This design comes from an exercise in tuning for small area, a short achievable clock period and few clock cycles per item on the open sky130 flow, not from production work.
At most, simulation tests tie the RTL to the original design; equivalence was not proved.
No functional check of the RTL was part of run 1.

[design/flow/flow/run.sh]
#!/bin/bash
# Standard layout, but the port buffers that placement inserts on every input and
# output are the smallest buffer (buf_1); timing repair resizes them where needed.
set -euo pipefail
bash standard.sh BUFFER_PORTS_ARGS="-buffer_cell sky130_fd_sc_hd__buf_1" finish > flow_standard.log 2>&1
[design/flow/standard.sh]
#!/bin/bash
# synth_recipe.tcl (not shown) runs the flow's synth.tcl, then flattens the netlist and writes it again
# the make line also repeats each setting of config.mk as NAME=value (left out here)
make -C /OpenROAD-flow-scripts/flow DESIGN_CONFIG=/design/flow/config.mk WORK_HOME=/design/flow/orfs CLKGATE_MAP_FILE= SYNTH_SCRIPT=/design/flow/synth_recipe.tcl "${@:-finish}"
[design/flow/config.mk]
export PLATFORM = sky130hd
export DESIGN_NAME = fnv_lane_mix
export DESIGN_NICKNAME = fnv_lane_mix
export VERILOG_FILES = /design/flow/design.v
export SDC_FILE = /design/flow/constraint.sdc
export NUM_CORES = 4
export LEC_CHECK = 0
export ABC_CLOCK_PERIOD_IN_PS = 2000
export CAP_MARGIN = 20
export CORE_MARGIN = 2
export CORE_UTILIZATION = 65
export CTS_BUF_LIST = sky130_fd_sc_hd__clkbuf_8
export SETUP_SLACK_MARGIN = 0.8
export SLEW_MARGIN = 20
[design/flow/constraint.sdc]
create_clock -name core_clock -period 7.0 [get_ports {clk}]
set_input_delay 1.4000 -clock core_clock [delete_from_list [all_inputs] [get_ports {clk}]]
set_output_delay 1.4000 -clock core_clock [all_outputs]
set_load 0.01 [all_outputs]
[design/flow/design.v]
module fnv_lane_mix #(
  parameter int             LANES     = 4,
  parameter int             W         = 32,
  parameter logic [W-1:0]   FNV_PRIME = 32'h01000193
) (
  input  logic               clk,
  input  logic               rst,
  input  logic               in_valid,
  output logic               in_ready,
  input  logic [1:0]         mode,
  input  logic [LANES*W-1:0] a,
  input  logic [LANES*W-1:0] b,
  output logic               out_valid,
  input  logic               out_ready,
  output logic [LANES*W-1:0] c,
  output logic [W-1:0]       digest,
  output logic               out_err
);
  logic         adv;
  logic         v1_q, v2_q;
  logic [1:0]   md1_q, md2_q;
  logic [W-1:0] r1_l0_q, r1_l3_q, r1_m1_q, r1_x1_q, r1_m2_q, r1_x2_q;
  logic [W-1:0] r2_l0_q, r2_l1_q, r2_l3_q, r2_m2_q, r2_x2_q;
  logic [W-1:0] a0, a1, a2, a3, b0, b1, b2, b3;
  logic [W-1:0] p0, p3, p1, p2;
  logic [W-1:0] y0, y3, m1, x1, m2, x2, y1, y2;
  logic [W-1:0] bx0, bx1, bx2, bx3;
  logic         f1;
  assign adv      = !v2_q || out_ready;
  assign in_ready = adv;
  assign {a3, a2, a1, a0} = a;
  assign {b3, b2, b1, b0} = b;
  assign bx0 = mode[0] ? a0 ^ b0 : a0;
  assign bx1 = mode[0] ? a1 ^ b1 : a1;
  assign bx2 = mode[0] ? a2 ^ b2 : a2;
  assign bx3 = mode[0] ? a3 ^ b3 : a3;
  fnv_mulp u_mul0 (.x(bx0), .y(p0));
  fnv_mulp u_mul3 (.x(bx3), .y(p3));
  assign y0 = p0 ^ (mode[1] ? a1 : mode[0] ? '0 : b0);
  assign y3 = p3 ^ (mode[0] ? '0 : b3);
  assign m1 = bx1;
  assign x1 = mode[1] ? a2 : mode[0] ? '0 : b1;
  assign m2 = bx2;
  assign x2 = mode[1] ? a3 : mode[0] ? '0 : b2;
  assign f1 = (md1_q == 2'd2);
  fnv_mulp u_mul1 (.x(f1 ? r1_l0_q : r1_m1_q), .y(p1));
  assign y1 = p1 ^ r1_x1_q;
  fnv_mulp u_mul2 (.x(r2_m2_q), .y(p2));
  assign y2 = p2 ^ r2_x2_q;
  always_ff @(posedge clk) begin
    if (rst) begin
      v1_q <= 1'b0;
      v2_q <= 1'b0;
    end else if (adv) begin
      v1_q <= in_valid;
      v2_q <= v1_q;
    end
  end
  always_ff @(posedge clk) begin
    if (adv) begin
      md1_q   <= mode;
      r1_l0_q <= y0;
      r1_l3_q <= y3;
      r1_m1_q <= m1;
      r1_x1_q <= x1;
      r1_m2_q <= m2;
      r1_x2_q <= x2;
      md2_q   <= md1_q;
      r2_l0_q <= r1_l0_q;
      r2_l1_q <= y1;
      r2_l3_q <= r1_l3_q;
      r2_m2_q <= f1 ? y1 : r1_m2_q;
      r2_x2_q <= r1_x2_q;
    end
  end
  assign out_valid = v2_q;
  assign c         = md2_q[1] ? '0 : {r2_l3_q, y2, r2_l1_q, r2_l0_q};
  assign digest    = (md2_q == 2'd2) ? y2 : '0;
  assign out_err   = (md2_q == 2'd3);
endmodule
module fnv_mulp (input logic [31:0] x, output logic [31:0] y);
  logic [31:0] r0, r1;
  logic t1, t2, t3, t4, t5, t6, t7, t8, t9, t10, t11, t12, t13, t14, t15, t16;
  logic t17, t18, t19, t20, t21, t22, t23, t24, t25, t26, t27, t28, t29, t30, t31, t32;
  logic t33, t34, t35, t36, t37, t38, t39, t40, t41, t42, t43, t44, t45, t46, t47, t48;
  logic t49, t50, t51, t52, t53, t54, t55, t56, t57, t58, t59, t60, t61, t62, t63, t64;
  logic t65, t66, t67, t68, t69, t70, t71, t72, t73, t74, t75, t76, t77, t78, t79, t80;
  logic t81, t82, t83, t84, t85, t86, t87, t88, t89, t90, t91, t92, t93, t94, t95, t96;
  logic t97, t98, t99, t100, t101, t102, t103, t104, t105, t106, t107, t108, t109, t110, t111, t112;
  logic t113, t114, t115, t116, t117, t118, t119, t120, t121, t122, t123, t124, t125, t126, t127, t128;
  logic t129, t130, t131, t132, t133, t134, t135, t136, t137, t138, t139, t140, t141, t142, t143, t144;
  logic t145, t146, t147, t148, t149, t150, t151, t152, t153, t154, t155, t156, t157, t158, t159, t160;
  logic t161, t162, t163, t164, t165, t166;
  assign t1 = x[8] ^ x[7];
  assign t2 = x[8] & x[7];
  assign t3 = x[9] ^ x[8] ^ x[5];
  assign t4 = (x[9] & x[8]) | (x[9] & x[5]) | (x[8] & x[5]);
  assign t5 = x[10] ^ x[9] ^ x[6];
  assign t6 = (x[10] & x[9]) | (x[10] & x[6]) | (x[9] & x[6]);
  assign t7 = x[11] ^ x[10] ^ x[7];
  assign t8 = (x[11] & x[10]) | (x[11] & x[7]) | (x[10] & x[7]);
  assign t9 = x[12] ^ x[11] ^ x[8];
  assign t10 = (x[12] & x[11]) | (x[12] & x[8]) | (x[11] & x[8]);
  assign t11 = x[13] ^ x[12] ^ x[9];
  assign t12 = (x[13] & x[12]) | (x[13] & x[9]) | (x[12] & x[9]);
  assign t13 = x[14] ^ x[13] ^ x[10];
  assign t14 = (x[14] & x[13]) | (x[14] & x[10]) | (x[13] & x[10]);
  assign t15 = x[15] ^ x[14] ^ x[11];
  assign t16 = (x[15] & x[14]) | (x[15] & x[11]) | (x[14] & x[11]);
  assign t17 = x[16] ^ x[15] ^ x[12];
  assign t18 = (x[16] & x[15]) | (x[16] & x[12]) | (x[15] & x[12]);
  assign t19 = x[17] ^ x[16] ^ x[13];
  assign t20 = (x[17] & x[16]) | (x[17] & x[13]) | (x[16] & x[13]);
  assign t21 = x[18] ^ x[17] ^ x[14];
  assign t22 = (x[18] & x[17]) | (x[18] & x[14]) | (x[17] & x[14]);
  assign t23 = x[19] ^ x[18] ^ x[15];
  assign t24 = (x[19] & x[18]) | (x[19] & x[15]) | (x[18] & x[15]);
  assign t25 = x[20] ^ x[19] ^ x[16];
  assign t26 = (x[20] & x[19]) | (x[20] & x[16]) | (x[19] & x[16]);
  assign t27 = x[21] ^ x[20] ^ x[17];
  assign t28 = (x[21] & x[20]) | (x[21] & x[17]) | (x[20] & x[17]);
  assign t29 = x[22] ^ x[21] ^ x[18];
  assign t30 = (x[22] & x[21]) | (x[22] & x[18]) | (x[21] & x[18]);
  assign t31 = x[23] ^ x[22] ^ x[19];
  assign t32 = (x[23] & x[22]) | (x[23] & x[19]) | (x[22] & x[19]);
  assign t33 = x[24] ^ x[23] ^ x[20];
  assign t34 = (x[24] & x[23]) | (x[24] & x[20]) | (x[23] & x[20]);
  assign t35 = x[17] ^ x[16];
  assign t36 = x[17] & x[16];
  assign t37 = x[25] ^ x[24] ^ x[21];
  assign t38 = (x[25] & x[24]) | (x[25] & x[21]) | (x[24] & x[21]);
  assign t39 = x[18] ^ x[17] ^ x[1];
  assign t40 = (x[18] & x[17]) | (x[18] & x[1]) | (x[17] & x[1]);
  assign t41 = x[26] ^ x[25] ^ x[22];
  assign t42 = (x[26] & x[25]) | (x[26] & x[22]) | (x[25] & x[22]);
  assign t43 = x[19] ^ x[18] ^ x[2];
  assign t44 = (x[19] & x[18]) | (x[19] & x[2]) | (x[18] & x[2]);
  assign t45 = x[27] ^ x[26] ^ x[23];
  assign t46 = (x[27] & x[26]) | (x[27] & x[23]) | (x[26] & x[23]);
  assign t47 = x[20] ^ x[19] ^ x[3];
  assign t48 = (x[20] & x[19]) | (x[20] & x[3]) | (x[19] & x[3]);
  assign t49 = x[28] ^ x[27] ^ x[24];
  assign t50 = (x[28] & x[27]) | (x[28] & x[24]) | (x[27] & x[24]);
  assign t51 = x[21] ^ x[20] ^ x[4];
  assign t52 = (x[21] & x[20]) | (x[21] & x[4]) | (x[20] & x[4]);
  assign t53 = x[29] ^ x[28] ^ x[25];
  assign t54 = (x[29] & x[28]) | (x[29] & x[25]) | (x[28] & x[25]);
  assign t55 = x[22] ^ x[21] ^ x[5];
  assign t56 = (x[22] & x[21]) | (x[22] & x[5]) | (x[21] & x[5]);
  assign t57 = x[30] ^ x[29] ^ x[26];
  assign t58 = (x[30] & x[29]) | (x[30] & x[26]) | (x[29] & x[26]);
  assign t59 = x[23] ^ x[22] ^ x[6];
  assign t60 = (x[23] & x[22]) | (x[23] & x[6]) | (x[22] & x[6]);
  assign t61 = x[31] ^ x[30] ^ x[27];
  assign t62 = x[24] ^ x[23] ^ x[7];
  assign t63 = x[7] ^ x[6];
  assign t64 = x[7] & x[6];
  assign t65 = t1 ^ x[4] ^ x[1];
  assign t66 = (t1 & x[4]) | (t1 & x[1]) | (x[4] & x[1]);
  assign t67 = t3 ^ x[2] ^ x[1];
  assign t68 = (t3 & x[2]) | (t3 & x[1]) | (x[2] & x[1]);
  assign t69 = t5 ^ x[3] ^ x[2];
  assign t70 = (t5 & x[3]) | (t5 & x[2]) | (x[3] & x[2]);
  assign t71 = t7 ^ x[4] ^ x[3];
  assign t72 = (t7 & x[4]) | (t7 & x[3]) | (x[4] & x[3]);
  assign t73 = t9 ^ x[5] ^ x[4];
  assign t74 = (t9 & x[5]) | (t9 & x[4]) | (x[5] & x[4]);
  assign t75 = t11 ^ x[6] ^ x[5];
  assign t76 = (t11 & x[6]) | (t11 & x[5]) | (x[6] & x[5]);
  assign t77 = t13 ^ x[7] ^ x[6];
  assign t78 = (t13 & x[7]) | (t13 & x[6]) | (x[7] & x[6]);
  assign t79 = t15 ^ x[8] ^ x[7];
  assign t80 = (t15 & x[8]) | (t15 & x[7]) | (x[8] & x[7]);
  assign t81 = t17 ^ x[9] ^ x[8];
  assign t82 = (t17 & x[9]) | (t17 & x[8]) | (x[9] & x[8]);
  assign t83 = t19 ^ x[10] ^ x[9];
  assign t84 = (t19 & x[10]) | (t19 & x[9]) | (x[10] & x[9]);
  assign t85 = t21 ^ x[11] ^ x[10];
  assign t86 = (t21 & x[11]) | (t21 & x[10]) | (x[11] & x[10]);
  assign t87 = t23 ^ x[12] ^ x[11];
  assign t88 = (t23 & x[12]) | (t23 & x[11]) | (x[12] & x[11]);
  assign t89 = t25 ^ x[13] ^ x[12];
  assign t90 = (t25 & x[13]) | (t25 & x[12]) | (x[13] & x[12]);
  assign t91 = t27 ^ x[14] ^ x[13];
  assign t92 = (t27 & x[14]) | (t27 & x[13]) | (x[14] & x[13]);
  assign t93 = t29 ^ x[15] ^ x[14];
  assign t94 = (t29 & x[15]) | (t29 & x[14]) | (x[15] & x[14]);
  assign t95 = t31 ^ x[16] ^ x[15];
  assign t96 = (t31 & x[16]) | (t31 & x[15]) | (x[16] & x[15]);
  assign t97 = t33 ^ t35 ^ x[0];
  assign t98 = (t33 & t35) | (t33 & x[0]) | (t35 & x[0]);
  assign t99 = t37 ^ t39 ^ t34;
  assign t100 = (t37 & t39) | (t37 & t34) | (t39 & t34);
  assign t101 = t41 ^ t43 ^ t38;
  assign t102 = (t41 & t43) | (t41 & t38) | (t43 & t38);
  assign t103 = t45 ^ t47 ^ t42;
  assign t104 = (t45 & t47) | (t45 & t42) | (t47 & t42);
  assign t105 = t49 ^ t51 ^ t46;
  assign t106 = (t49 & t51) | (t49 & t46) | (t51 & t46);
  assign t107 = t53 ^ t55 ^ t50;
  assign t108 = (t53 & t55) | (t53 & t50) | (t55 & t50);
  assign t109 = t57 ^ t59 ^ t54;
  assign t110 = (t57 & t59) | (t57 & t54) | (t59 & t54);
  assign t111 = t61 ^ t62 ^ t58;
  assign t112 = x[4] ^ x[3];
  assign t113 = x[4] & x[3];
  assign t114 = x[5] ^ x[4] ^ x[1];
  assign t115 = (x[5] & x[4]) | (x[5] & x[1]) | (x[4] & x[1]);
  assign t116 = x[6] ^ x[5] ^ x[2];
  assign t117 = (x[6] & x[5]) | (x[6] & x[2]) | (x[5] & x[2]);
  assign t118 = t63 ^ x[3] ^ x[0];
  assign t119 = (t63 & x[3]) | (t63 & x[0]) | (x[3] & x[0]);
  assign t120 = t65 ^ x[0] ^ t64;
  assign t121 = (t65 & x[0]) | (t65 & t64) | (x[0] & t64);
  assign t122 = t67 ^ t2 ^ t66;
  assign t123 = (t67 & t2) | (t67 & t66) | (t2 & t66);
  assign t124 = t69 ^ t4 ^ t68;
  assign t125 = (t69 & t4) | (t69 & t68) | (t4 & t68);
  assign t126 = t71 ^ t6 ^ t70;
  assign t127 = (t71 & t6) | (t71 & t70) | (t6 & t70);
  assign t128 = t73 ^ t8 ^ t72;
  assign t129 = (t73 & t8) | (t73 & t72) | (t8 & t72);
  assign t130 = t75 ^ t10 ^ t74;
  assign t131 = (t75 & t10) | (t75 & t74) | (t10 & t74);
  assign t132 = t77 ^ t12 ^ t76;
  assign t133 = (t77 & t12) | (t77 & t76) | (t12 & t76);
  assign t134 = t79 ^ t14 ^ t78;
  assign t135 = (t79 & t14) | (t79 & t78) | (t14 & t78);
  assign t136 = t81 ^ t16 ^ t80;
  assign t137 = (t81 & t16) | (t81 & t80) | (t16 & t80);
  assign t138 = t83 ^ t18 ^ t82;
  assign t139 = (t83 & t18) | (t83 & t82) | (t18 & t82);
  assign t140 = t85 ^ t20 ^ t84;
  assign t141 = (t85 & t20) | (t85 & t84) | (t20 & t84);
  assign t142 = t87 ^ t22 ^ t86;
  assign t143 = (t87 & t22) | (t87 & t86) | (t22 & t86);
  assign t144 = t89 ^ t24 ^ t88;
  assign t145 = (t89 & t24) | (t89 & t88) | (t24 & t88);
  assign t146 = t91 ^ t26 ^ t90;
  assign t147 = (t91 & t26) | (t91 & t90) | (t26 & t90);
  assign t148 = t93 ^ t28 ^ t92;
  assign t149 = (t93 & t28) | (t93 & t92) | (t28 & t92);
  assign t150 = t95 ^ t30 ^ t94;
  assign t151 = (t95 & t30) | (t95 & t94) | (t30 & t94);
  assign t152 = t97 ^ t32 ^ t96;
  assign t153 = (t97 & t32) | (t97 & t96) | (t32 & t96);
  assign t154 = t99 ^ t36 ^ t98;
  assign t155 = (t99 & t36) | (t99 & t98) | (t36 & t98);
  assign t156 = t101 ^ t40 ^ t100;
  assign t157 = (t101 & t40) | (t101 & t100) | (t40 & t100);
  assign t158 = t103 ^ t44 ^ t102;
  assign t159 = (t103 & t44) | (t103 & t102) | (t44 & t102);
  assign t160 = t105 ^ t48 ^ t104;
  assign t161 = (t105 & t48) | (t105 & t104) | (t48 & t104);
  assign t162 = t107 ^ t52 ^ t106;
  assign t163 = (t107 & t52) | (t107 & t106) | (t52 & t106);
  assign t164 = t109 ^ t56 ^ t108;
  assign t165 = (t109 & t56) | (t109 & t108) | (t56 & t108);
  assign t166 = t111 ^ t60 ^ t110;
  assign r0 = {t166, t164, t162, t160, t158, t156, t154, t152, t150, t148, t146, t144, t142, t140, t138, t136, t134, t132, t130, t128, t126, t124, t122, t120, t118, t116, t114, t112, x[3], x[2], x[1], x[0]};
  assign r1 = {t165, t163, t161, t159, t157, t155, t153, t151, t149, t147, t145, t143, t141, t139, t137, t135, t133, t131, t129, t127, t125, t123, t121, t119, t117, t115, t113, x[0], x[2], x[1], x[0], 1'b0};
  logic [31:0] g0, p0;
  assign g0 = r0 & r1;
  assign p0 = r0 ^ r1;
  logic gg1; assign gg1 = g0[1] | (p0[1] & g0[0]);
  logic pp1; assign pp1 = p0[1] & p0[0];
  logic gg2; assign gg2 = g0[3] | (p0[3] & g0[2]);
  logic pp2; assign pp2 = p0[3] & p0[2];
  logic gg3; assign gg3 = g0[5] | (p0[5] & g0[4]);
  logic pp3; assign pp3 = p0[5] & p0[4];
  logic gg4; assign gg4 = g0[7] | (p0[7] & g0[6]);
  logic pp4; assign pp4 = p0[7] & p0[6];
  logic gg5; assign gg5 = g0[9] | (p0[9] & g0[8]);
  logic pp5; assign pp5 = p0[9] & p0[8];
  logic gg6; assign gg6 = g0[11] | (p0[11] & g0[10]);
  logic pp6; assign pp6 = p0[11] & p0[10];
  logic gg7; assign gg7 = g0[13] | (p0[13] & g0[12]);
  logic pp7; assign pp7 = p0[13] & p0[12];
  logic gg8; assign gg8 = g0[15] | (p0[15] & g0[14]);
  logic pp8; assign pp8 = p0[15] & p0[14];
  logic gg9; assign gg9 = g0[17] | (p0[17] & g0[16]);
  logic pp9; assign pp9 = p0[17] & p0[16];
  logic gg10; assign gg10 = g0[19] | (p0[19] & g0[18]);
  logic pp10; assign pp10 = p0[19] & p0[18];
  logic gg11; assign gg11 = g0[21] | (p0[21] & g0[20]);
  logic pp11; assign pp11 = p0[21] & p0[20];
  logic gg12; assign gg12 = g0[23] | (p0[23] & g0[22]);
  logic pp12; assign pp12 = p0[23] & p0[22];
  logic gg13; assign gg13 = g0[25] | (p0[25] & g0[24]);
  logic pp13; assign pp13 = p0[25] & p0[24];
  logic gg14; assign gg14 = g0[27] | (p0[27] & g0[26]);
  logic pp14; assign pp14 = p0[27] & p0[26];
  logic gg15; assign gg15 = g0[29] | (p0[29] & g0[28]);
  logic pp15; assign pp15 = p0[29] & p0[28];
  logic gg16; assign gg16 = g0[31] | (p0[31] & g0[30]);
  logic pp16; assign pp16 = p0[31] & p0[30];
  logic gg17; assign gg17 = g0[2] | (p0[2] & gg1);
  logic pp17; assign pp17 = p0[2] & pp1;
  logic gg18; assign gg18 = gg2 | (pp2 & gg1);
  logic pp18; assign pp18 = pp2 & pp1;
  logic gg19; assign gg19 = g0[6] | (p0[6] & gg3);
  logic pp19; assign pp19 = p0[6] & pp3;
  logic gg20; assign gg20 = gg4 | (pp4 & gg3);
  logic pp20; assign pp20 = pp4 & pp3;
  logic gg21; assign gg21 = g0[10] | (p0[10] & gg5);
  logic pp21; assign pp21 = p0[10] & pp5;
  logic gg22; assign gg22 = gg6 | (pp6 & gg5);
  logic pp22; assign pp22 = pp6 & pp5;
  logic gg23; assign gg23 = g0[14] | (p0[14] & gg7);
  logic pp23; assign pp23 = p0[14] & pp7;
  logic gg24; assign gg24 = gg8 | (pp8 & gg7);
  logic pp24; assign pp24 = pp8 & pp7;
  logic gg25; assign gg25 = g0[18] | (p0[18] & gg9);
  logic pp25; assign pp25 = p0[18] & pp9;
  logic gg26; assign gg26 = gg10 | (pp10 & gg9);
  logic pp26; assign pp26 = pp10 & pp9;
  logic gg27; assign gg27 = g0[22] | (p0[22] & gg11);
  logic pp27; assign pp27 = p0[22] & pp11;
  logic gg28; assign gg28 = gg12 | (pp12 & gg11);
  logic pp28; assign pp28 = pp12 & pp11;
  logic gg29; assign gg29 = g0[26] | (p0[26] & gg13);
  logic pp29; assign pp29 = p0[26] & pp13;
  logic gg30; assign gg30 = gg14 | (pp14 & gg13);
  logic pp30; assign pp30 = pp14 & pp13;
  logic gg31; assign gg31 = g0[30] | (p0[30] & gg15);
  logic pp31; assign pp31 = p0[30] & pp15;
  logic gg32; assign gg32 = gg16 | (pp16 & gg15);
  logic pp32; assign pp32 = pp16 & pp15;
  logic gg33; assign gg33 = g0[4] | (p0[4] & gg18);
  logic pp33; assign pp33 = p0[4] & pp18;
  logic gg34; assign gg34 = gg3 | (pp3 & gg18);
  logic pp34; assign pp34 = pp3 & pp18;
  logic gg35; assign gg35 = gg19 | (pp19 & gg18);
  logic pp35; assign pp35 = pp19 & pp18;
  logic gg36; assign gg36 = gg20 | (pp20 & gg18);
  logic pp36; assign pp36 = pp20 & pp18;
  logic gg37; assign gg37 = g0[12] | (p0[12] & gg22);
  logic pp37; assign pp37 = p0[12] & pp22;
  logic gg38; assign gg38 = gg7 | (pp7 & gg22);
  logic pp38; assign pp38 = pp7 & pp22;
  logic gg39; assign gg39 = gg23 | (pp23 & gg22);
  logic pp39; assign pp39 = pp23 & pp22;
  logic gg40; assign gg40 = gg24 | (pp24 & gg22);
  logic pp40; assign pp40 = pp24 & pp22;
  logic gg41; assign gg41 = g0[20] | (p0[20] & gg26);
  logic pp41; assign pp41 = p0[20] & pp26;
  logic gg42; assign gg42 = gg11 | (pp11 & gg26);
  logic pp42; assign pp42 = pp11 & pp26;
  logic gg43; assign gg43 = gg27 | (pp27 & gg26);
  logic pp43; assign pp43 = pp27 & pp26;
  logic gg44; assign gg44 = gg28 | (pp28 & gg26);
  logic pp44; assign pp44 = pp28 & pp26;
  logic gg45; assign gg45 = g0[28] | (p0[28] & gg30);
  logic pp45; assign pp45 = p0[28] & pp30;
  logic gg46; assign gg46 = gg15 | (pp15 & gg30);
  logic pp46; assign pp46 = pp15 & pp30;
  logic gg47; assign gg47 = gg31 | (pp31 & gg30);
  logic pp47; assign pp47 = pp31 & pp30;
  logic gg48; assign gg48 = gg32 | (pp32 & gg30);
  logic pp48; assign pp48 = pp32 & pp30;
  logic gg49; assign gg49 = g0[8] | (p0[8] & gg36);
  logic pp49; assign pp49 = p0[8] & pp36;
  logic gg50; assign gg50 = gg5 | (pp5 & gg36);
  logic pp50; assign pp50 = pp5 & pp36;
  logic gg51; assign gg51 = gg21 | (pp21 & gg36);
  logic pp51; assign pp51 = pp21 & pp36;
  logic gg52; assign gg52 = gg22 | (pp22 & gg36);
  logic pp52; assign pp52 = pp22 & pp36;
  logic gg53; assign gg53 = gg37 | (pp37 & gg36);
  logic pp53; assign pp53 = pp37 & pp36;
  logic gg54; assign gg54 = gg38 | (pp38 & gg36);
  logic pp54; assign pp54 = pp38 & pp36;
  logic gg55; assign gg55 = gg39 | (pp39 & gg36);
  logic pp55; assign pp55 = pp39 & pp36;
  logic gg56; assign gg56 = gg40 | (pp40 & gg36);
  logic pp56; assign pp56 = pp40 & pp36;
  logic gg57; assign gg57 = g0[24] | (p0[24] & gg44);
  logic pp57; assign pp57 = p0[24] & pp44;
  logic gg58; assign gg58 = gg13 | (pp13 & gg44);
  logic pp58; assign pp58 = pp13 & pp44;
  logic gg59; assign gg59 = gg29 | (pp29 & gg44);
  logic pp59; assign pp59 = pp29 & pp44;
  logic gg60; assign gg60 = gg30 | (pp30 & gg44);
  logic pp60; assign pp60 = pp30 & pp44;
  logic gg61; assign gg61 = gg45 | (pp45 & gg44);
  logic pp61; assign pp61 = pp45 & pp44;
  logic gg62; assign gg62 = gg46 | (pp46 & gg44);
  logic pp62; assign pp62 = pp46 & pp44;
  logic gg63; assign gg63 = gg47 | (pp47 & gg44);
  logic pp63; assign pp63 = pp47 & pp44;
  logic gg64; assign gg64 = gg48 | (pp48 & gg44);
  logic pp64; assign pp64 = pp48 & pp44;
  logic gg65; assign gg65 = g0[16] | (p0[16] & gg56);
  logic pp65; assign pp65 = p0[16] & pp56;
  logic gg66; assign gg66 = gg9 | (pp9 & gg56);
  logic pp66; assign pp66 = pp9 & pp56;
  logic gg67; assign gg67 = gg25 | (pp25 & gg56);
  logic pp67; assign pp67 = pp25 & pp56;
  logic gg68; assign gg68 = gg26 | (pp26 & gg56);
  logic pp68; assign pp68 = pp26 & pp56;
  logic gg69; assign gg69 = gg41 | (pp41 & gg56);
  logic pp69; assign pp69 = pp41 & pp56;
  logic gg70; assign gg70 = gg42 | (pp42 & gg56);
  logic pp70; assign pp70 = pp42 & pp56;
  logic gg71; assign gg71 = gg43 | (pp43 & gg56);
  logic pp71; assign pp71 = pp43 & pp56;
  logic gg72; assign gg72 = gg44 | (pp44 & gg56);
  logic pp72; assign pp72 = pp44 & pp56;
  logic gg73; assign gg73 = gg57 | (pp57 & gg56);
  logic pp73; assign pp73 = pp57 & pp56;
  logic gg74; assign gg74 = gg58 | (pp58 & gg56);
  logic pp74; assign pp74 = pp58 & pp56;
  logic gg75; assign gg75 = gg59 | (pp59 & gg56);
  logic pp75; assign pp75 = pp59 & pp56;
  logic gg76; assign gg76 = gg60 | (pp60 & gg56);
  logic pp76; assign pp76 = pp60 & pp56;
  logic gg77; assign gg77 = gg61 | (pp61 & gg56);
  logic pp77; assign pp77 = pp61 & pp56;
  logic gg78; assign gg78 = gg62 | (pp62 & gg56);
  logic pp78; assign pp78 = pp62 & pp56;
  logic gg79; assign gg79 = gg63 | (pp63 & gg56);
  logic pp79; assign pp79 = pp63 & pp56;
  logic gg80; assign gg80 = gg64 | (pp64 & gg56);
  logic pp80; assign pp80 = pp64 & pp56;
  logic [31:0] cc;
  assign cc[0] = 1'b0;
  assign cc[1] = g0[0];
  assign cc[2] = gg1;
  assign cc[3] = gg17;
  assign cc[4] = gg18;
  assign cc[5] = gg33;
  assign cc[6] = gg34;
  assign cc[7] = gg35;
  assign cc[8] = gg36;
  assign cc[9] = gg49;
  assign cc[10] = gg50;
  assign cc[11] = gg51;
  assign cc[12] = gg52;
  assign cc[13] = gg53;
  assign cc[14] = gg54;
  assign cc[15] = gg55;
  assign cc[16] = gg56;
  assign cc[17] = gg65;
  assign cc[18] = gg66;
  assign cc[19] = gg67;
  assign cc[20] = gg68;
  assign cc[21] = gg69;
  assign cc[22] = gg70;
  assign cc[23] = gg71;
  assign cc[24] = gg72;
  assign cc[25] = gg73;
  assign cc[26] = gg74;
  assign cc[27] = gg75;
  assign cc[28] = gg76;
  assign cc[29] = gg77;
  assign cc[30] = gg78;
  assign cc[31] = gg79;
  assign y = p0 ^ cc;
endmodule
==> flow_summary.json, run 1 <==
{
  "initial_core_util": 0.659,
  "fin_util": 0.760,
  "io_buffer_count": 424,
  "globalRouteOverflowTotal": 0,
  "cts_tree": "yes",
  "worstSetupStartpointType": "flip-flop",
  "setup_ws_ns": 0.317,
  "cts_made_buffers": 60,
  "period_minus_slack_ns": 6.68,
  "ios": 425,
  "synthTopCellsByCount": "371 x inv_1, 356 x edfxtp_1, 356 x xnor2_1, 292 x fa_1, 155 x ha_1",
  "synth-simple-area-share": 0.0714,
  "multi_input_area_um2": 17300,
  "hold_viol_final": 0,
  "dp_cells": 3506,
  "fp.dieW_um": 216,
  "nFillCells": 2974,
  "worstMarginPinSlew_ns": 0.993,
  "antenna_found_initial": 1,
  "syn_avg_cell_area_um2": 11.6,
  "yosys.area_share.adder": 0.269,
  "syn_area_um2": 29200,
  "h-tree-depth": 2,
  "drive_gt1_frac": 0.104,
  "ff_latch_area_um2": 10700,
  "path_class": "reg -> out",
  "end_kind": "primary output",
  "setup_tns_ns": 0,
  "drt_iter0_markers": 2301,
  "area_growth_pct": 15.4,
  "grt_pass1_wl_um": 128000,
  "dp_slack_ns": 0.448,
  "cts_sinks": 358,
  "vias_per_cell": 5.82,
  "final_max_slew_viol_count": 0,
  "fin_cells": 3646,
  "synth-compound-area-share": 0.0807,
  "dieArea_um2": 46600,
  "status": "no timing/DRC/antenna violations",
  "ys_async_sr_fraction": 0,
  "synth_mux_area_frac": 0.0236,
  "arrival_ns": 5.28,
  "dpl_cell_area_um2": 31800,
  "rsz0062_at_grt": "true",
  "synth_top_area_frac": 0.366,
  "ys_seq_area_frac": 0.367,
  "detail_route.first_pass.iterations": 5,
  "grtUsageTotal": 0.372,
  "yosysWarnings": 1,
  "core_area_um2": 44300,
  "ys_top_cells_by_area": "edfxtp_1 37%, fa_1 20%, xnor2_1 11%",
  "setup_viol": 0,
  "drv_cap": 0,
  "fmax_mhz": 150,
  "synthFlopType": "edfxtp_1",
  "slew_headroom": 0.338,
  "grt_max_degree": 179,
  "drc_errors": 0,
  "synth_xor_area_frac": 0.132,
  "synth_cells": 2508,
  "fin_crit_sh": 0.955,
  "clkTransAtPathRegs_ns": 0.06,
  "synth-edff-count": 356,
  "hpwlAfterDp_um": 69100,
  "yosysMostFrequentCell": "inv_1",
  "clk_latency_ns": 0.70,
  "yosysTopAreaCell": "edfxtp_1",
  "rows": 77,
  "gp_congestion": 0.990,
  "skew_ns": 0.0459,
  "die_h_um": 216,
  "synth_seq_cells": 358,
  "synth_top_family_by_area": "adder cells",
  "crit_fanout": 4,
  "cts_root_buf": "clkbuf_8",
  "clockBufferDepth": 3,
  "vias": 21200,
  "synth_fp_nets": 3217,
  "routed_wl_um": 87400,
  "final_net_count": 3717,
  "required_ns": 5.60,
  "grt_pass1_vias": 21500,
  "ant_nets": 0,
  "final_area_um2": 33700,
  "min_path_type": "reg -> reg",
  "yosysUniqueCellTypes": 64,
  "wl_per_cell_um": 24.0
}
-- final cells by class --
type | instances | share of cell area
diodes | 1 | 0.0000743
clock buffers | 61 | 0.0249
clock inverters | 46 | 0.0101
inverters | 371 | 0.0413
multi-input cells | 1716 | 0.515
flip-flops and latches | 358 | 0.318
well taps | 592 | 0.0220
repair buffers | 501 | 0.0685
-- path summary, 6_finish.rpt --
check,startpoint,to,slack [ns],depth (start not counted)
max reg2reg,md1_q[1],r2_m2_q[26],1.10,18
max,r2_m2_q[5],digest[23],0.32,17
min reg2reg,r1_x2_q[27],r2_x2_q[27],0.40,0
min,r1_x2_q[27],r2_x2_q[27],0.40,0
-- per-stage QoR --
step | hold slack [ns]
after detailed placement | 0.405
after global placement | 0.401
after global routing | 0.424
after CTS | 0.404
after floorplan | 0.400
final | 0.405
-- state kept, by name, indices dropped and copies added (netlist names), 32 cells and up --
signal and flops:
r1_l0_q 32, r1_l3_q 32, r1_m1_q 32, r1_m2_q 32, r1_x1_q 32, r1_x2_q 32, r2_l0_q 32, r2_l1_q 32
r2_l3_q 32, r2_m2_q 32, r2_x2_q 32
-- routing by layer --
metal  track usage  part of all wire  up-vias
met5             0                 0        -
met4         0.179             0.056        0
met3        0.0767             0.099      225
met2         0.582              0.47     1169
met1         0.502              0.38    10500
li1              -                 -     9299
-- layout by cell type, fill, tap and decap left out, types with 17 or more instances in the layout --
cell | synthesis | final
a21o_1 | 42 | 42
a21oi_1 | 79 | 71
a22o_1 | 63 | 63
a22oi_1 | 31 | 31
buf_1 | 9 | 384
buf_2 | 6 | 32
buf_4 | 0 | 62
clkbuf_8 | 0 | 61
clkinv_1 | 0 | 17
edfxtp_1 | 356 | 356
fa_1 | 292 | 291
ha_1 | 155 | 151
inv_1 | 371 | 385
mux2_2 | 36 | 36
mux2i_1 | 26 | 25
nand2_1 | 152 | 152
nor2_1 | 92 | 90
nor2b_1 | 119 | 119
o21ai_0 | 35 | 33
xnor2_1 | 356 | 332
xnor2_2 | 0 | 18
xor2_1 | 84 | 82
-- kinds of logic after synthesis --
| kind of cell | count (synthesis) |
|---|---|
| AOI/OAI and AO/OA | 326 |
| xor gates and xnor gates | 440 |
| adders and majority gates | 453 |
| buffers and inverters | 434 |
| DFF | 358 |
| muxes | 64 |
| and+or+nand+nor | 433 |
-- timing repair --
action	CTS	global route
pin swaps	37	28
hold buffers	0	0
resized for setup	75	42
setup endpoints to repair	40	41
setup buffers	17	15
-- worst max-delay path: stages, from the launching register on --
cell and delay, ns:
edfxtp_1 0.49, fa_1 0.58, inv_1 0.05, fa_1 0.48, inv_1 0.05, fa_1 0.52, ha_4 0.22, and3_4 0.18
and3_4 0.18, a211o_1 0.30, buf_4 0.16, o31a_1 0.29, a311oi_4 0.30, buf_4 0.17, o21bai_2 0.07, xnor2_2 0.29
nor2_1 0.12, clkbuf_2 0.14
==> inputs of run 2 (changes only) <==
--- a/design/flow/design.v
+++ b/design/flow/design.v
@@ -17,16 +17,18 @@
   output logic               out_err
 );
   logic         adv;
-  logic         v1_q, v2_q;
-  logic [1:0]   md1_q, md2_q;
+  logic         v1_q, v2_q, v3_q;
+  logic [1:0]   md1_q, md2_q, md3_q;
+  logic         f1_q, f2_q;
   logic [W-1:0] r1_l0_q, r1_l3_q, r1_m1_q, r1_x1_q, r1_m2_q, r1_x2_q;
   logic [W-1:0] r2_l0_q, r2_l1_q, r2_l3_q, r2_m2_q, r2_x2_q;
+  logic [W-1:0] r3_l0_q, r3_l1_q, r3_l3_q, r3_y2_q;
   logic [W-1:0] a0, a1, a2, a3, b0, b1, b2, b3;
+  logic [W-1:0] bx0, bx1, bx2, bx3;
   logic [W-1:0] p0, p3, p1, p2;
   logic [W-1:0] y0, y3, m1, x1, m2, x2, y1, y2;
-  logic [W-1:0] bx0, bx1, bx2, bx3;
-  logic         f1;
-  assign adv      = !v2_q || out_ready;
+  logic         l2;
+  assign adv      = !v3_q || out_ready;
   assign in_ready = adv;
   assign {a3, a2, a1, a0} = a;
   assign {b3, b2, b1, b0} = b;
@@ -42,23 +44,26 @@
   assign x1 = mode[1] ? a2 : mode[0] ? '0 : b1;
   assign m2 = bx2;
   assign x2 = mode[1] ? a3 : mode[0] ? '0 : b2;
-  assign f1 = (md1_q == 2'd2);
-  fnv_mulp u_mul1 (.x(f1 ? r1_l0_q : r1_m1_q), .y(p1));
+  fnv_mulp u_mul1 (.x(f1_q ? r1_l0_q : r1_m1_q), .y(p1));
   assign y1 = p1 ^ r1_x1_q;
-  fnv_mulp u_mul2 (.x(r2_m2_q), .y(p2));
+  assign l2 = !md2_q[1];
+  fnv_mulp u_mul2 (.x(f2_q ? r2_l1_q : r2_m2_q), .y(p2));
   assign y2 = p2 ^ r2_x2_q;
   always_ff @(posedge clk) begin
     if (rst) begin
       v1_q <= 1'b0;
       v2_q <= 1'b0;
+      v3_q <= 1'b0;
     end else if (adv) begin
       v1_q <= in_valid;
       v2_q <= v1_q;
+      v3_q <= v2_q;
     end
   end
   always_ff @(posedge clk) begin
     if (adv) begin
       md1_q   <= mode;
+      f1_q    <= (mode == 2'd2);
       r1_l0_q <= y0;
       r1_l3_q <= y3;
       r1_m1_q <= m1;
@@ -66,17 +71,23 @@
       r1_m2_q <= m2;
       r1_x2_q <= x2;
       md2_q   <= md1_q;
+      f2_q    <= f1_q;
       r2_l0_q <= r1_l0_q;
       r2_l1_q <= y1;
       r2_l3_q <= r1_l3_q;
-      r2_m2_q <= f1 ? y1 : r1_m2_q;
+      r2_m2_q <= r1_m2_q;
       r2_x2_q <= r1_x2_q;
+      md3_q   <= md2_q;
+      r3_l0_q <= l2 ? r2_l0_q : '0;
+      r3_l1_q <= l2 ? r2_l1_q : '0;
+      r3_l3_q <= l2 ? r2_l3_q : '0;
+      r3_y2_q <= y2;
     end
   end
-  assign out_valid = v2_q;
-  assign c         = md2_q[1] ? '0 : {r2_l3_q, y2, r2_l1_q, r2_l0_q};
-  assign digest    = (md2_q == 2'd2) ? y2 : '0;
-  assign out_err   = (md2_q == 2'd3);
+  assign out_valid = v3_q;
+  assign c         = {r3_l3_q, md3_q[1] ? '0 : r3_y2_q, r3_l1_q, r3_l0_q};
+  assign digest    = (md3_q == 2'd2) ? r3_y2_q : '0;
+  assign out_err   = (md3_q == 2'd3);
 endmodule
 module fnv_mulp (input logic [31:0] x, output logic [31:0] y);
   logic [31:0] r0, r1;
==> design/flow/config.mk (replaced) <==
export PLATFORM = sky130hd
export DESIGN_NAME = fnv_lane_mix
export DESIGN_NICKNAME = fnv_lane_mix
export VERILOG_FILES = /design/flow/design.v
export SDC_FILE = /design/flow/constraint.sdc
export NUM_CORES = 4
export LEC_CHECK = 0
export CAP_MARGIN = 20
export CORE_MARGIN = 2
export CORE_UTILIZATION = 65
export CTS_BUF_LIST = sky130_fd_sc_hd__clkbuf_8
export SETUP_SLACK_MARGIN = 1.2
export SLEW_MARGIN = 20
==> run 2 against run 1 <==
First-iteration DRC count shrank 1.3%. Cell area grew 12%. Clock-buffer cell count grew 23. Critical path depth is the same. Fmax grew 18%. Via count grew 7.4%. Hold slack gained 0.0071 ns. Synthesized cell count grew 5.0%.
==> flow_summary.json, run 2 <==
{
  "min_path_type": "reg -> reg",
  "slew_headroom": 0.309,
  "cts_tree": "yes",
  "nFillCells": 3299,
  "crit_buf_inv": 4,
  "synth_cells": 2633,
  "cp_top_family": "adder cells",
  "fmax_mhz": 177,
  "synth_seq_cells": 491,
  "cts_sinks": 491,
  "r2r_slack_ns": 1.34,
  "path_class": "reg -> reg",
  "yosysTopAreaCell": "edfxtp_1",
  "io_buffer_count": 424,
  "ys_async_sr_fraction": 0,
  "core_area_um2": 50300,
  "hold_end": "r2_x2_q[5]",
  "yosysMostFrequentCell": "edfxtp_1",
  "vias_per_cell": 5.87,
  "grt_pass1_wl_um": 140000,
  "hold_viol_final": 0,
  "yosysWarnings": 1,
  "antenna_found_initial": 10,
  "synthFlopType": "edfxtp_1",
  "arrival_ns": 6.08,
  "ios": 425,
  "skew_ns": 0.0412,
  "crit_fanout": 6,
  "final_max_slew_viol_count": 0,
  "grtUsageTotal": 0.364,
  "rows": 82,
  "r2r-start": "f1_q",
  "ys_top_cells_by_area": "edfxtp_1 44%, fa_1 16%, xnor2_1 9.7%",
  "worstSetupStartpointType": "flip-flop",
  "synthTopCellsByCount": "488 x edfxtp_1, 369 x xnor2_1, 306 x inv_1, 270 x fa_1",
  "fin_util": 0.754,
  "period_minus_slack_ns": 5.66,
  "detail_route.first_pass.iterations": 5,
  "ff_latch_area_um2": 14700,
  "ant_nets": 0,
  "drc_errors": 0,
  "rsz0062_at_grt": "true",
  "routed_wl_um": 96100,
  "drt_iter0_markers": 2270,
  "max_stage_delay_ns": 0.57,
  "worstMarginPinSlew_ns": 1.04,
  "drv_cap": 0,
  "end_kind": "flip-flop",
  "cts_made_buffers": 81,
  "ys_seq_area_frac": 0.443,
  "vias": 22800,
  "worstHoldStart": "r1_x2_q[5]",
  "final_cell_mix": "488 x edfxtp_1, 422 x buf_1, 361 x xnor2_1, 329 x inv_1, 268 x fa_1",
  "crit_chain": "buf_12, mux2_2, fa_1, inv_1, fa_1, inv_1, fa_1, ha_1, a21oi_1, o21ai_0, a41o_1, a311o_1, a211oi_4, inv_1, fa_1, xnor2_1, xnor2_1",
  "final_common_cell": "edfxtp_1",
  "dieArea_um2": 52900,
  "holdPathStages": 0,
  "required_ns": 7.42,
  "status": "no timing/DRC/antenna violations",
  "synth_top_area_frac": 0.441,
  "wl_per_cell_um": 24.8,
  "initial_core_util": 0.660,
  "rr_worst_depth": 17,
  "synth-edff-count": 488,
  "final_net_count": 3833,
  "yosysUniqueCellTypes": 60,
  "multi_input_area_um2": 17500,
  "hpwlAfterDp_um": 76700,
  "syn_avg_cell_area_um2": 12.6,
  "cts_root_buf": "clkbuf_8",
  "gp_congestion": 1.01,
  "syn_area_um2": 33200,
  "clk_latency_ns": 0.68,
  "ctsHoldBuffers": 0,
  "globalRouteOverflowTotal": 0,
  "r2r_end": "r2_l1_q[17]",
  "die_h_um": 230,
  "area_growth_pct": 14.2,
  "synth_fp_nets": 3325,
  "crit_top_cell": "fa_1",
  "cp_slowest_cell": "fa_1",
  "grt_max_degree": 155,
  "grt_pass1_vias": 23100,
  "h-tree-depth": 3,
  "fp.dieW_um": 230,
  "clkTransAtPathRegs_ns": 0.06,
  "drive_gt1_frac": 0.0838,
  "setup_viol": 0,
  "setup_tns_ns": 0,
  "clockBufferDepth": 3,
  "fin_crit_sh": 0.809
}
[run 2: cell count changes in the layout (fill, tap and decap cells not counted), moves of 13 or more]
cell      delta
edfxtp_1   +132
nor2_1      -57
inv_1       -56
buf_1       +38
and2_1      +33
buf_2       -32
nor2b_1     +31
xnor2_1     +29
clkbuf_8    +24
fa_1        -23
a21oi_1     +18
mux2_2      -13
[run 2: kinds of logic (layout without fill, tap and decap cells)]
family / count (synthesis) / count (layout) / synth area share
muxes: 66 / 66 / 0.0208
xor gates and xnor gates: 475 / 475 / 0.126
other: 0 / 7 / 0
and+or+nand+nor: 445 / 445 / 0.0694
DFF: 491 / 491 / 0.443
adders and majority gates: 441 / 441 / 0.226
buffers and inverters: 372 / 938 / 0.0421
AOI/OAI and AO/OA: 343 / 343 / 0.0717
[run 2: worst max-delay path by stage]
stage                    from     endpoint  slack (ns)  depth (start not counted)
finish                   f1_q  r2_l1_q[17]        1.34                         17
global route          mode[0]  r1_l0_q[31]        1.18                         18
CTS                      f2_q  r3_y2_q[30]        1.25                         16
detailed placement    mode[0]  r1_l3_q[31]        0.38                         17
global placement      mode[0]  r1_l3_q[31]        0.59                         17
floorplan           out_ready     in_ready        0.81                          1
[run 2: timing repair]
item	in CTS	in global routing
gates resized for setup	2	20
buffers inserted	3	3
pin swaps	0	1
endpoints found under the setup margin	4	17
[run 2: metal layers]
layer  vias to the layer above  global-route usage  share of wire
li1                       9923                   -              -
met4                         6               0.157          0.043
met2                      1322               0.571           0.47
met5                         -                   0        0.00037
met1                     11300               0.498           0.39
met3                       208              0.0758           0.10
[run 2: through the flow]
stage | cells | instance area, um^2 | hold WS, ns | worst slack (ns)
2_1_floorplan | 2633 | 33600 | 0.400 | 0.815
3_3_place_gp | 3723 | 36200 | 0.400 | 0.586
3_5_place_dp | 3723 | 36200 | 0.405 | 0.381
4_1_cts | 3867 | 37700 | 0.406 | 1.25
5_1_grt | 3874 | 37900 | 0.401 | 1.18
6_report | 3878 | 37900 | 0.412 | 1.34
[run 2: final cells by class]
type | instances | share of cell area
clock buffers | 84 | 0.0305
repair buffers | 488 | 0.0563
diodes | 7 | 0.000462
flip-flops and latches | 491 | 0.388
well taps | 672 | 0.0222
multi-input cells | 1770 | 0.463
inverters | 309 | 0.0306
clock inverters | 57 | 0.00865
Testbench counts of run 2, summed over its fixed seeds: cycles 4,824, items 4,800.
==> inputs of run 3 (changes only) <==
--- a/design/flow/config.mk
+++ b/design/flow/config.mk
@@ -5,6 +5,7 @@
 export SDC_FILE = /design/flow/constraint.sdc
 export NUM_CORES = 4
 export LEC_CHECK = 0
+export ABC_CLOCK_PERIOD_IN_PS = 2000
 export CAP_MARGIN = 20
 export CORE_MARGIN = 2
 export CORE_UTILIZATION = 65
==> run 3 against run 2 <==
Still clean. Flip-flop and latch count is the same. Die area is the same. Cell area is the same. First-iteration DRC count is the same. Wire length is the same. Clock-buffer cell count is the same. Critical path type unchanged. Highest routed layer unchanged.
==> flow_summary.json, run 3 <==
{
  "cp_top_family": "adder cells",
  "drv_cap": 0,
  "wl_per_cell_um": 24.8,
  "final_cell_mix": "488 x edfxtp_1, 422 x buf_1, 361 x xnor2_1, 329 x inv_1, 268 x fa_1",
  "arrival_ns": 6.08,
  "synth-edff-count": 488,
  "worstMarginPinSlew_ns": 1.04,
  "synth_mux_area_frac": 0.0208,
  "drc_errors": 0,
  "grt_pass1_vias": 23100,
  "final_max_slew_viol_count": 0,
  "synth_xor_area_frac": 0.126,
  "ctsHoldBuffers": 0,
  "worstSetupStartpointType": "flip-flop",
  "syn_area_um2": 33200,
  "cts_tree": "yes",
  "max_stage_delay_ns": 0.57,
  "ys_async_sr_fraction": 0,
  "path_class": "reg -> reg",
  "cts_root_buf": "clkbuf_8",
  "synth_fp_nets": 3325,
  "fp.dieW_um": 230,
  "ys_top_cells_by_area": "edfxtp_1 44%, fa_1 16%, xnor2_1 9.7%",
  "yosys.area_share.adder": 0.226,
  "setup_tns_ns": 0,
  "cp-startpoint": "f1_q",
  "synth-simple-area-share": 0.0694,
  "vias_per_cell": 5.87,
  "dp_cells": 3723,
  "fin_crit_sh": 0.809,
  "drt_iter0_markers": 2270,
  "clockBufferDepth": 3,
  "r2r_end": "r2_l1_q[17]",
  "final_area_um2": 37900,
  "r2r-start": "f1_q",
  "antenna_found_initial": 10,
  "yosysTopAreaCell": "edfxtp_1",
  "fin_util": 0.754,
  "r2r_slack_ns": 1.34,
  "yosysUniqueCellTypes": 60,
  "rows": 82,
  "end_kind": "flip-flop",
  "setup_viol": 0,
  "crit_buf_inv": 4,
  "hold_viol_final": 0,
  "crit_chain": "buf_12, mux2_2, fa_1, inv_1, fa_1, inv_1, fa_1, ha_1, a21oi_1, o21ai_0, a41o_1, a311o_1, a211oi_4, inv_1, fa_1, xnor2_1, xnor2_1",
  "ios": 425,
  "hpwlAfterDp_um": 76700,
  "grtUsageTotal": 0.364,
  "syn_avg_cell_area_um2": 12.6,
  "synth-compound-area-share": 0.0717,
  "ys_seq_area_frac": 0.443,
  "crit_top_cell": "fa_1",
  "ant_nets": 0,
  "grt_max_degree": 155,
  "dieArea_um2": 52900,
  "synth_seq_cells": 491,
  "synth_top_area_frac": 0.441,
  "slew_headroom": 0.309,
  "fmax_mhz": 177,
  "period_minus_slack_ns": 5.66,
  "status": "no timing/DRC/antenna violations",
  "globalRouteOverflowTotal": 0,
  "cts_made_buffers": 81,
  "die_h_um": 230,
  "cts_sinks": 491,
  "rsz0062_at_grt": "true",
  "final_common_cell": "edfxtp_1",
  "nFillCells": 3299,
  "clkTransAtPathRegs_ns": 0.06,
  "h-tree-depth": 3,
  "path_depth": 17,
  "yosysWarnings": 1,
  "synthFlopType": "edfxtp_1",
  "cp_slowest_cell": "fa_1",
  "cp-endpoint": "r2_l1_q[17]",
  "skew_ns": 0.0412,
  "required_ns": 7.42,
  "fin_cells": 3878,
  "clk_latency_ns": 0.68,
  "drive_gt1_frac": 0.0838,
  "core_area_um2": 50300,
  "synth_top_family_by_area": "adder cells",
  "crit_fanout": 6,
  "synthTopCellsByCount": "488 x edfxtp_1, 369 x xnor2_1, 306 x inv_1, 270 x fa_1",
  "grt_pass1_wl_um": 140000,
  "vias": 22800,
  "dpl_cell_area_um2": 36200,
  "min_path_type": "reg -> reg",
  "initial_core_util": 0.660,
  "final_net_count": 3833,
  "synth_cells": 2633,
  "rr_worst_depth": 17,
  "yosysMostFrequentCell": "edfxtp_1",
  "routed_wl_um": 96100,
  "io_buffer_count": 424,
  "area_growth_pct": 14.2,
  "gp_congestion": 1.01,
  "detail_route.first_pass.iterations": 5
}
==> run 3: worst register-to-register path: stages (launching register included) <==
cell and delay (ns):
edfxtp_1 0.40, buf_12 0.15, mux2_2 0.47, fa_1 0.58
inv_1 0.06, fa_1 0.53, inv_1 0.05, fa_1 0.46
ha_1 0.37, a21oi_1 0.26, o21ai_0 0.15, a41o_1 0.28
a311o_1 0.44, a211oi_4 0.36, inv_1 0.12, fa_1 0.45
xnor2_1 0.15, xnor2_1 0.15
==> run 3: repair_timing <==
item / 4_1_cts / 5_1_grt
resized for setup: 2 / 20
buffers inserted: 3 / 3
setup endpoints to repair: 4 / 17
pin swaps: 0 / 1
==> run 3: how the worst min path moves through the flow <==
| stage | startpoint | depth (start not counted) | end | slack (ns) |
|---|---|---|---|---|
| after global routing | r1_x2_q[23] | 0 | r2_x2_q[23] | 0.40 |
| after detailed placement | r1_l3_q[21] | 0 | r2_l3_q[21] | 0.40 |
| final | r1_x2_q[5] | 0 | r2_x2_q[5] | 0.41 |
| after floorplan | md1_q[0] | 0 | md2_q[0] | 0.40 |
| after CTS | r1_x2_q[23] | 0 | r2_x2_q[23] | 0.41 |
| after global placement | r1_m2_q[10] | 0 | r2_m2_q[10] | 0.40 |
==> run 3: cell type report <==
cell class	count	area, um^2	area share
clock buffer	84	1160	0.0305
multi-input combinational	1770	17500	0.463
antenna	7	17.5	0.000462
sequential	491	14700	0.388
inverter	309	1160	0.0306
tap	672	841	0.0222
clock inverter	57	328	0.00865
timing repair buffer	488	2130	0.0563
==> run 3: cell families (layout without fill, tap and decap cells) <==
kind of cell    Yosys count  after routing
buf+inv                 372            938
mux                      66             66
compound gates          343            343
xor+xnor                475            475
simple gates            445            445
fa+ha+maj               441            441
flops                   491            491
other cells               0              7
==> run 3: layer usage <==
layer | wire length, um | global-route usage | vias to the layer above
met4 | 4100 | 0.157 | 6
met2 | 44900 | 0.571 | 1322
li1 | - | - | 9923
met3 | 9720 | 0.0758 | 208
met1 | 37300 | 0.498 | 11300
met5 | 36 | 0 | -
==> run 3: stage by stage <==
| stage | hold slack, ns | worst slack [ns] |
|---|---|---|
| 2_1_floorplan | 0.400 | 0.815 |
| 3_3_place_gp | 0.400 | 0.586 |
| 3_5_place_dp | 0.405 | 0.381 |
| 4_1_cts | 0.406 | 1.25 |
| 5_1_grt | 0.401 | 1.18 |
| 6_report | 0.412 | 1.34 |
==> inputs of run 4 (changes only) <==
==> design/flow/config.mk (replaced) <==
export PLATFORM = sky130hd
export DESIGN_NAME = fnv_lane_mix
export DESIGN_NICKNAME = fnv_lane_mix
export VERILOG_FILES = /design/flow/design.v
export SDC_FILE = /design/flow/constraint.sdc
export NUM_CORES = 4
export LEC_CHECK = 0
export CAP_MARGIN = 20
export CORE_MARGIN = 2
export CORE_UTILIZATION = 65
export CTS_BUF_LIST = sky130_fd_sc_hd__clkbuf_8
export SETUP_SLACK_MARGIN = 1.4
export SLEW_MARGIN = 20
==> run 4 against run 3 <==
Still clean. Core utilization increased by 0.51 points. Critical path depth grew 1. Wire length fell by 2.7%. Cell area grew 0.68%. Global-route usage decreased by 0.96 points. Non-clock buffer count shrank 3. Fmax grew 4.0%. Hold slack about the same.
==> flow_summary.json, run 4 <==
{
  "globalRouteOverflowTotal": 0,
  "detail_route.first_pass.iterations": 5,
  "ios": 425,
  "final_common_cell": "edfxtp_1",
  "drive_gt1_frac": 0.0903,
  "final_max_slew_viol_count": 0,
  "fp.dieW_um": 230,
  "synthTopCellsByCount": "488 x edfxtp_1, 369 x xnor2_1, 306 x inv_1, 270 x fa_1",
  "area_growth_pct": 14.9,
  "synth_seq_cells": 491,
  "vias": 22500,
  "clockBufferDepth": 3,
  "yosysUniqueCellTypes": 60,
  "wl_per_cell_um": 24.1,
  "setup_ws_ns": 1.55,
  "hold_viol_final": 0,
  "worstMarginPinSlew_ns": 1.02,
  "cts_sinks": 491,
  "syn_avg_cell_area_um2": 12.6,
  "die_h_um": 230,
  "gp_congestion": 1.02,
  "vias_per_cell": 5.78,
  "rows": 82,
  "skew_ns": 0.0360,
  "dp_cells": 3711,
  "cts_root_buf": "clkbuf_8",
  "clk_latency_ns": 0.69,
  "grtUsageTotal": 0.354,
  "routed_wl_um": 93500,
  "ys_async_sr_fraction": 0,
  "worstSetupStartpointType": "input pin",
  "dp_slack_ns": 0.615,
  "grt_max_degree": 179,
  "cts_made_buffers": 81,
  "cts_tree": "yes",
  "required_ns": 7.41,
  "rsz0062_at_grt": "true",
  "ys_seq_area_frac": 0.443,
  "grt_pass1_wl_um": 137000,
  "ys_top_cells_by_area": "edfxtp_1 44%, fa_1 16%, xnor2_1 9.7%",
  "slew_headroom": 0.322,
  "h-tree-depth": 3,
  "syn_area_um2": 33200,
  "io_buffer_count": 424,
  "yosysWarnings": 1,
  "yosysTopAreaCell": "edfxtp_1",
  "grt_pass1_vias": 22600,
  "r2r_slack_ns": 1.58,
  "antenna_found_initial": 12,
  "drc_errors": 0,
  "yosysMostFrequentCell": "edfxtp_1",
  "drt_iter0_markers": 2324,
  "core_area_um2": 50300,
  "hpwlAfterDp_um": 73900,
  "fmax_mhz": 184,
  "drv_cap": 0,
  "fin_crit_sh": 0.778,
  "final_net_count": 3830,
  "synth-edff-count": 488,
  "crit_fanout": 17,
  "final_cell_mix": "488 x edfxtp_1, 422 x buf_1, 359 x xnor2_1, 317 x inv_1, 267 x fa_1",
  "initial_core_util": 0.660,
  "min_path_type": "reg -> reg",
  "status": "no timing/DRC/antenna violations",
  "synthFlopType": "edfxtp_1",
  "ant_nets": 0,
  "setup_tns_ns": 0,
  "period_minus_slack_ns": 5.45,
  "synth_cells": 2633,
  "synth_fp_nets": 3325,
  "fin_cells": 3881,
  "dieArea_um2": 52900,
  "end_kind": "flip-flop",
  "path_class": "in -> reg",
  "synth_top_area_frac": 0.441,
  "clkTransAtPathRegs_ns": 0.06,
  "arrival_ns": 5.86,
  "setup_viol": 0
}
## run 4: cell counts after synthesis
Identical to the previous run, type by type.
## run 4: path summary, 6_finish.rpt
kind | start | endpoint | depth (start not counted)
worst max-delay path | mode[0] | r1_l3_q[30] | 18
worst max register to register | f1_q | r2_l1_q[31] | 16
worst min-delay path | r1_x2_q[24] | r2_x2_q[24] | 0
worst min register to register | r1_x2_q[24] | r2_x2_q[24] | 0
## run 4: layout make-up
class	count	area, um^2
antenna	9	22.5
clock buffer	84	1160
clock inverter	61	443
fill	3340	12100
inverter	309	1160
multi-input combinational	1770	17700
sequential	491	14700
tap	672	841
timing repair buffer	485	2130
## run 4: cells by family (layout without fill, tap and decap cells)
family                     Yosys count  after routing  share of synthesized area
xor gates and xnor gates           475            475                      0.126
and+or+nand+nor                    445            445                     0.0694
AOI/OAI and AO/OA                  343            343                     0.0717
DFF                                491            491                      0.443
other                                0              9                          0
adders and majority gates          441            441                      0.226
buffers and inverters              372            939                     0.0421
muxes                               66             66                     0.0208
## run 4: repair_timing
item / in CTS / in global routing
setup endpoints to repair: 17 / 32
gates resized for setup: 7 / 29
setup buffers: 6 / 9
pin swaps: 1 / 3
hold buffers: 0 / 0
## run 4: worst max-delay path, stage by stage
cell and delay [ns]:
buf_6 0.19, buf_8 0.18, nand2_1 0.11, xor2_2 0.30
inv_1 0.18, fa_1 0.49, fa_1 0.56, fa_1 0.43
ha_1 0.34, a21oi_1 0.14, o21ai_1 0.12, a221oi_2 0.26
buf_4 0.18, a2bb2oi_1 0.15, o21ai_1 0.14, a221oi_2 0.36
o21bai_1 0.14, xnor2_1 0.17
## run 4: stage by stage
step / area [um^2] / hold slack, ns / utilization
global placement: 36200 / 0.401 / 0.720
floorplan: 33700 / 0.400 / -
CTS: 37900 / 0.406 / 0.754
detailed placement: 36200 / 0.405 / 0.720
global route: 38100 / 0.414 / 0.759
finish: 38200 / 0.412 / 0.759
## run 4: routing by layer
metal	vias to the layer above	part of all wire	routed length, um	global-route usage
met5	-	0.00044	41	0
met4	8	0.044	4150	0.156
met3	194	0.11	9900	0.0889
met2	1152	0.46	42900	0.540
met1	11200	0.39	36500	0.487
li1	9925	-	-	-
==> inputs of run 5 (changes only) <==
--- a/design/flow/config.mk
+++ b/design/flow/config.mk
@@ -9,5 +9,5 @@
 export CORE_MARGIN = 2
 export CORE_UTILIZATION = 65
 export CTS_BUF_LIST = sky130_fd_sc_hd__clkbuf_8
-export SETUP_SLACK_MARGIN = 1.4
+export SETUP_SLACK_MARGIN = 2.4
 export SLEW_MARGIN = 20
==> run 5 against run 4 <==
Still clean on timing, DRC and antenna. Synthesized area did not move. Worst setup slack improved by 0.17 ns. Flip-flop and latch count did not move. Synthesized cell count did not move. First-iteration DRC count rose by 16%. Core utilization rose by 6.8 points.
==> flow_summary.json, run 5 <==
{
  "status": "no timing/DRC/antenna violations",
  "fp.dieW_um": 230,
  "clockBufferDepth": 3,
  "grt_max_degree": 151,
  "synth_cells": 2633,
  "detail_route.first_pass.iterations": 6,
  "vias_per_cell": 6.01,
  "skew_ns": 0.0480,
  "grt_pass1_wl_um": 150000,
  "yosysMostFrequentCell": "edfxtp_1",
  "final_common_cell": "edfxtp_1",
  "die_h_um": 230,
  "crit_fanout": 10,
  "path_class": "reg -> reg",
  "synth-edff-count": 488,
  "hold_viol_final": 0,
  "worstSetupStartpointType": "flip-flop",
  "wl_met2_um": 49100,
  "dr.max_layer_used": "met5",
  "synthFlopType": "edfxtp_1",
  "whs_ns": 0.409,
  "rows": 82,
  "hpwlAfterDp_um": 76000,
  "h-tree-depth": 3,
  "end_kind": "flip-flop",
  "core_area_um2": 50300,
  "grtUsageTotal": 0.389,
  "setup_tns_ns": 0,
  "routed_wl_um": 105000,
  "cts_made_buffers": 81,
  "worstMarginPinSlew_ns": 1.05,
  "drc_errors": 0,
  "ys_top_cells_by_area": "edfxtp_1 44%, fa_1 16%, xnor2_1 9.7%",
  "min_path_type": "reg -> reg",
  "synth_seq_cells": 491,
  "max_stage_delay_ns": 0.56,
  "initial_core_util": 0.660,
  "io_buffer_count": 424,
  "yosysUniqueCellTypes": 60,
  "ant_nets": 0,
  "gp_congestion": 0.991,
  "antenna_found_initial": 12,
  "setup_viol": 0,
  "yosysTopAreaCell": "edfxtp_1",
  "grt_pass1_vias": 24500,
  "final_cell_mix": "488 x edfxtp_1, 404 x buf_1, 319 x xnor2_1, 289 x inv_1, 251 x fa_1",
  "rsz0062_at_grt": "true",
  "clkTransAtPathRegs_ns": 0.07,
  "ios": 425,
  "drive_gt1_frac": 0.209,
  "drv_cap": 0,
  "yosysWarnings": 1,
  "cts_tree": "yes",
  "final_net_count": 3980,
  "crit_chain": "buf_6, buf_12, mux2_4, fa_1, inv_2, fa_1, inv_1, fa_1, ha_4, a21oi_4, o21ai_2, a41o_1, a311o_2, a211oi_4, inv_1, fa_2, xnor2_2, xnor2_1",
  "arrival_ns": 5.74,
  "slew_headroom": 0.298,
  "syn_area_um2": 33200,
  "vias": 24200,
  "crit_top_cell": "fa_1",
  "ys_seq_area_frac": 0.443,
  "dieArea_um2": 52900,
  "required_ns": 7.46,
  "ys_async_sr_fraction": 0,
  "cts_root_buf": "clkbuf_8",
  "final_max_slew_viol_count": 0,
  "clk_latency_ns": 0.71,
  "cts_sinks": 491,
  "syn_avg_cell_area_um2": 12.6,
  "cp_slowest_cell": "fa_1",
  "wl_per_cell_um": 26.1,
  "nFillCells": 2644,
  "synth_top_area_frac": 0.441,
  "fmax_mhz": 190,
  "drt_iter0_markers": 2696,
  "met1_length_um": 38100,
  "synth_fp_nets": 3325,
  "globalRouteOverflowTotal": 0,
  "area_growth_pct": 25.2,
  "synthTopCellsByCount": "488 x edfxtp_1, 369 x xnor2_1, 306 x inv_1, 270 x fa_1",
  "fin_crit_sh": 0.753,
  "period_minus_slack_ns": 5.27,
  "wl_met3_um": 10900
}
## run 5: routing by layer
| layer | track usage | vias up |
|---|---|---|
| li1 | - | 10200 |
| met1 | 0.517 | 12000 |
| met2 | 0.609 | 1594 |
| met3 | 0.0728 | 367 |
| met4 | 0.221 | 8 |
| met5 | 0 | - |
## run 5: layout make-up
type / count / area, um^2 / area share
clock buffer: 81 / 1110 / 0.0268
sequential: 491 / 14700 / 0.354
timing repair buffer: 635 / 3670 / 0.0883
clock inverter: 67 / 380 / 0.00915
antenna: 8 / 20.0 / 0.000482
tap: 672 / 841 / 0.0202
multi-input combinational: 1770 / 19600 / 0.473
inverter: 309 / 1180 / 0.0284
## run 5: path summary, 6_finish.rpt
path	start	endpoint	slack, ns	cells after the start
setup reg to reg	f1_q	r2_l1_q[17]	1.73	18
hold / removal	r1_x2_q[17]	r2_x2_q[17]	0.41	0
setup / recovery	f1_q	r2_l1_q[17]	1.73	18
hold reg to reg	r1_x2_q[17]	r2_x2_q[17]	0.41	0
## run 5: stage by stage
| step | setup WS [ns] | util | std cells | cell area (um^2) |
|---|---|---|---|---|
| 2_1_floorplan | 0.815 | - | 2633 | 34500 |
| 3_3_place_gp | 0.525 | 0.732 | 3708 | 36800 |
| 3_5_place_dp | 0.332 | 0.732 | 3708 | 36800 |
| 4_1_cts | 1.92 | 0.807 | 3979 | 40600 |
| 5_1_grt | 1.66 | 0.826 | 4029 | 41500 |
| 6_report | 1.73 | 0.827 | 4033 | 41600 |
## run 5: what timing repair did
item / in CTS / in global routing
hold buffers: 0 / 0
gates cloned: 7 / 0
pin swaps: 97 / 86
resized for setup: 214 / 127
setup endpoints to repair: 88 / 76
buffers inserted: 116 / 46
## run 5: worst max-delay path: cells and delay by family, from the launching register on
family / cells / cell delay, ns
muxes: 1 / 0.34
DFF: 1 / 0.39
xor gates and xnor gates: 2 / 0.27
adders and majority gates: 5 / 2.18
AOI/OAI and AO/OA: 5 / 1.33
buffers and inverters: 5 / 0.52
## run 5: cell families (layout without fill, tap and decap cells)
kind of cell / count (synthesis) / after routing / share of synthesized area
and+or+nand+nor: 445 / 445 / 0.0694
buffers and inverters: 372 / 1092 / 0.0421
adders and majority gates: 441 / 441 / 0.226
DFF: 491 / 491 / 0.443
muxes: 66 / 66 / 0.0208
xor gates and xnor gates: 475 / 475 / 0.126
other: 0 / 8 / 0
AOI/OAI and AO/OA: 343 / 343 / 0.0717

[static timing again, ports no longer ideal]
In the flow no input, the clock included, has a driving cell. The finished layouts below were timed again as built, in two steps.
Step 1: set_driving_cell puts a clkbuf_16 on clk and a buf_2 on each other input, an assumption about the parent block.
Step 2 moves the port delays by t, midway between the first and last clock arrival at a register: inputs arrive t later, outputs are due t later. That takes back most of the time a late clock gives input paths.
Slacks: no drivers / after step 1 / after step 2; pairs: no drivers / after step 1.
run	t, ns	slack for setup (ns)	hold WS [ns]	latest minus earliest clock arrival (ns)
run 1	0.733	0.317 / 0.258 / 0.318	0.405 / 0.405 / 0.405	0.046 / 0.046
run 2	0.719	1.336 / 1.336 / 0.659	0.412 / 0.412 / 0.412	0.046 / 0.046
run 3	0.719	1.336 / 1.336 / 0.659	0.412 / 0.412 / 0.412	0.046 / 0.046
run 4	0.731	1.555 / 1.573 / 0.842	0.412 / 0.412 / 0.412	0.040 / 0.040
run 5	0.742	1.726 / 1.582 / 0.839	0.409 / 0.409 / 0.409	0.053 / 0.053
After both steps every run listed still meets setup and hold. For run 5, which loses most, drivers alone change the setup slack by -0.144 ns; drivers and shift together by -0.887 ns.
